This design comes from an exercise in tuning for small area, a short achievable clock period and few clock cycles per item on the open sky130 flow, not from production work.
The RTL was checked by simulation tests, not by an equivalence proof against the original design.

oak:
// mult_div_unit
module mult_div_unit #(
  parameter int MUL_LAT = md_pkg::MUL_LAT_DEF
) (
  input  logic        clk,
  input  logic        rst_n,
  input  logic        start,
  input  logic        hilo,
  input  logic        we,
  input  logic [1:0]  op,
  input  logic        madd,
  input  logic [31:0] src_a,
  input  logic [31:0] src_b,
  output logic        busy,
  output logic [31:0] hi,
  output logic [31:0] lo,
  output logic [31:0] rd_data
);
Settings: LEC_CHECK=0, ABC_AREA=1, CAP_MARGIN=20, CORE_MARGIN=2, CORE_UTILIZATION=40, SETUP_SLACK_MARGIN=3.5, SLEW_MARGIN=20; clock period 13.0 ns.
standard.sh (not shown) runs the stock make flow with config.mk's settings and CLKGATE_MAP_FILE= SYNTH_SCRIPT=/design/flow/synth_recipe.tcl, a recipe that flattens the netlist after the stock synthesis.
==> flow/flow/run.sh <==
#!/bin/bash
# The standard layout, with the ports buffered by buf_2 cells instead of the delay
# buffers buffer_ports picks by default.  Everything else is the standard flow.
set -e
export BUFFER_PORTS_ARGS="-buffer_cell sky130_fd_sc_hd__buf_2"
bash standard.sh > standard.log 2>&1
Both conditions hold for oak: the flow ran to the end and the final layout passed the timing, DRC and antenna checks.
Testbench counts of oak, summed over its fixed seeds: cycles 4,322, ops 1,920.
Changes in pine relative to oak:
- ABC_AREA removed (was 1)
==> comparison <==
pine completed end to end with timing, DRC and antenna clean. Against oak, pine reports a worst hold-check slack that is higher. Synthesized area ended up about 0.7% higher on pine than on oak. oak has a higher sum of routed wire segments on met1 than pine. The post-route clock period utilization of pine falls short of that of oak by 0.52 points. Compared with oak, in pine overall die width increased about 0.34%; area added between synthesis and finish shows an increase of 1.4 points. NOTE pin count of the biggest net entering global routing oak->pine increased by more than 10%. Compared with oak, pine shows a routed wire length that is about 2.6% lower.
Input-level comparison between birch and pine:
- changing SETUP_SLACK_MARGIN from 3.5 to 5
- setting ABC_AREA to 1 for the first time
==> flow/flow/run.sh <==
#!/bin/bash
# The standard layout with two changes that leave the design and its registers alone:
# - the ports are buffered by buf_2 cells instead of the delay buffers buffer_ports
#   picks by default;
# - Yosys's synth skips its quick abc pass (-noabc), so that extract_fa sees the adder
#   trees as written instead of re-mapped with arbitrary polarities (fewer inverters
#   between the full adders).  The final ABC mapping is the standard one.
set -e
export BUFFER_PORTS_ARGS="-buffer_cell sky130_fd_sc_hd__buf_2"
export SYNTH_ARGS="-noabc"
bash standard.sh > standard.log 2>&1
Findings:
Changes observed in birch relative to pine: setup slack increased by 1.15 ns relative to the old numbers; net count of the finished layout rose about 16%; number of cell instances on the worst register-to-register path saw little to no change; total placed cells including tap cells up 539.
birch ends up with a proportion of synthesized area in mux cells that is 4.8 points lower than in pine.
As of birch, die outline width had fallen slightly compared to pine.
Post-synthesis instance area (birch vs. pine) decreases by a few percent
Diff pine -> birch: sum of routed wire length over all layers went up, starting density of the core now sits at about the same level.
#### Input delta (maple over birch)
- changing SETUP_SLACK_MARGIN from 5 to 4.5
==> flow/flow/run.sh <==
#!/bin/bash
# The standard layout, with the ports buffered by buf_2 cells instead of the delay
# buffers buffer_ports picks by default.  Everything else is the standard flow.
set -e
export BUFFER_PORTS_ARGS="-buffer_cell sky130_fd_sc_hd__buf_2"
bash standard.sh > standard.log 2>&1
Notes after the runs:
Diff maple and birch: gate count after technology mapping higher in maple
In maple the utilization turned out 4.0 points lower than in birch.
Clock buffer and inverter area fraction after layout in maple is 0.18 points above birch.
When maple is measured against birch, its count of unique library cells instantiated by Yosys turns out about 6% higher.
From birch to maple the numbers moved as follows: number of vias after detailed routing went down, wire length of the first global-routing pass fell 3.6%, number of nets in the finished design shows an increase of 158.

========
mult_div_unit again, from the RTL that the note above started with.
## mult_div_unit
module mult_div_unit #(
  parameter int MUL_LAT = md_pkg::MUL_LAT_DEF
) (
  input  logic        clk,
  input  logic        rst_n,
  input  logic        start,
  input  logic        hilo,
  input  logic        we,
  input  logic [1:0]  op,
  input  logic        madd,
  input  logic [31:0] src_a,
  input  logic [31:0] src_b,
  output logic        busy,
  output logic [31:0] hi,
  output logic [31:0] lo,
  output logic [31:0] rd_data
);
  localparam int W = 52;    
  md_pkg::md_state_e state_q, state_d;
  logic [31:0] hi_q, hi_d, lo_q, lo_d;
  logic [31:0] a_q, a_d;         
  logic [35:0] u_q, u_d;         
  logic [3:0]  cnt_q, cnt_d;
  logic        sgn_q, sgn_d;
  logic        madd_q, madd_d;
  logic        corr_q, corr_d;
  logic        pb_q, pb_d;
  logic        qneg_q, qneg_d;
  logic        rneg_q, rneg_d;
  logic        dcin_q, dcin_d;
  function automatic logic [5:0] clz32(input logic [31:0] x);
    logic [15:0] z1;  logic [15:0] c1;         
    logic [7:0]  z2;  logic [15:0] c2;         
    logic [3:0]  z3;  logic [11:0] c3;         
    logic [1:0]  z4;  logic [7:0]  c4;         
    for (int g = 0; g < 16; g++) begin
      z1[g] = ~(x[2*g+1] | x[2*g]);
      c1[g] = ~x[2*g+1];
    end
    for (int g = 0; g < 8; g++) begin
      z2[g] = z1[2*g+1] & z1[2*g];
      c2[2*g +: 2] = z1[2*g+1] ? {1'b1, c1[2*g]} : {1'b0, c1[2*g+1]};
    end
    for (int g = 0; g < 4; g++) begin
      z3[g] = z2[2*g+1] & z2[2*g];
      c3[3*g +: 3] = z2[2*g+1] ? {1'b1, c2[4*g +: 2]} : {1'b0, c2[4*g+2 +: 2]};
    end
    for (int g = 0; g < 2; g++) begin
      z4[g] = z3[2*g+1] & z3[2*g];
      c4[4*g +: 4] = z3[2*g+1] ? {1'b1, c3[6*g +: 3]} : {1'b0, c3[6*g+3 +: 3]};
    end
    clz32 = (z4[1] & z4[0]) ? 6'd32 :
  ...
clock: 13.0 ns
lec_check: 0
abc_area: 1
cap_margin: 20
core_margin: 2
core_utilization: 40
setup_slack_margin: 4.5
slew_margin: 20
tns_end_percent: 30
==> flow/flow/run.sh <==
#!/bin/bash
# The standard layout with two changes that leave the design and its registers alone:
# - the ports are buffered by buf_2 cells instead of the delay buffers buffer_ports
#   picks by default;
# - Yosys's synth skips its quick abc pass (-noabc), so that extract_fa sees the adder
#   trees as written instead of re-mapped with arbitrary polarities (fewer inverters
#   between the full adders).  The final ABC mapping is the standard one.
set -e
export BUFFER_PORTS_ARGS="-buffer_cell sky130_fd_sc_hd__buf_2"
export SYNTH_ARGS="-noabc"
bash standard.sh > standard.log 2>&1
Testbench counts at the start, summed over its fixed seeds: cycles 4,322, ops 1,920.
Rerun with:
SETUP_SLACK_MARGIN = 4.0   (was 4.5)
TNS_END_PERCENT = unset   (was 30)
Die area is unchanged; synthesized cell count stays the same; design area falls by about 5%.
Rerun with:
SETUP_SLACK_MARGIN = 4.5   (was 4.0)
Critical path depth falls by 8.
Flip-flop and latch count is unchanged.
Count of clock-buffer cells in the layout rose by 5.
Register-to-register slack gets better by 0.43 ns.
Utilization rose by 2.7 points.
Cell count goes up by 1.2%.
Global-route usage shrinks by 0.38 points.
Final area went up by 6.0%.
Area after synthesis stays the same.

[static timing again, ports no longer ideal]
The results above use ideal ports. As a check the final layouts listed here were re-extracted and re-timed, cells and wires unchanged.
Step 1 (the two cells are an assumption about what drives the block):
set clk [get_ports {clk}]
set_driving_cell -lib_cell sky130_fd_sc_hd__clkbuf_16 $clk
set_driving_cell -lib_cell sky130_fd_sc_hd__buf_2 [delete_from_list [all_inputs] $clk]
Step 2 times the ports against the registers' clock, not the clock port: input delays grow and output delays shrink by t, the midpoint of the rising clock arrivals with the driver on.
Slacks: ideal ports / drivers / drivers and shift; pairs: ideal ports / drivers.
run | t (ns) | slack for setup (ns) | worst setup path after step 2 | clock arrival spread, ns | slew at the worst register clock pin (ns)
oak | 0.570 | 3.567 / 3.599 / 3.029 | input to register | 0.024 / 0.024 | 0.08 / 0.08
pine | 0.556 | 3.635 / 3.663 / 3.107 | input to register | 0.027 / 0.026 | 0.09 / 0.09
birch | 0.560 | 4.788 / 4.800 / 4.240 | input to register | 0.024 / 0.024 | 0.08 / 0.08
maple | 0.589 | 4.429 / 4.462 / 3.873 | input to register | 0.014 / 0.015 | 0.08 / 0.08
the first run of note 2 | 0.534 | 4.478 / 4.510 / 3.975 | input to register | 0.017 / 0.017 | 0.08 / 0.08
the second run of note 2 | 0.536 | 4.124 / 4.155 / 3.619 | input to register | 0.020 / 0.020 | 0.08 / 0.08
the third run of note 2 | 0.527 | 4.518 / 4.541 / 4.014 | input to register | 0.017 / 0.018 | 0.08 / 0.08
After both steps every run listed still meets setup and hold. The setup slack of maple, which loses most, moves by +0.033 ns with the drivers and by -0.556 ns with both steps.
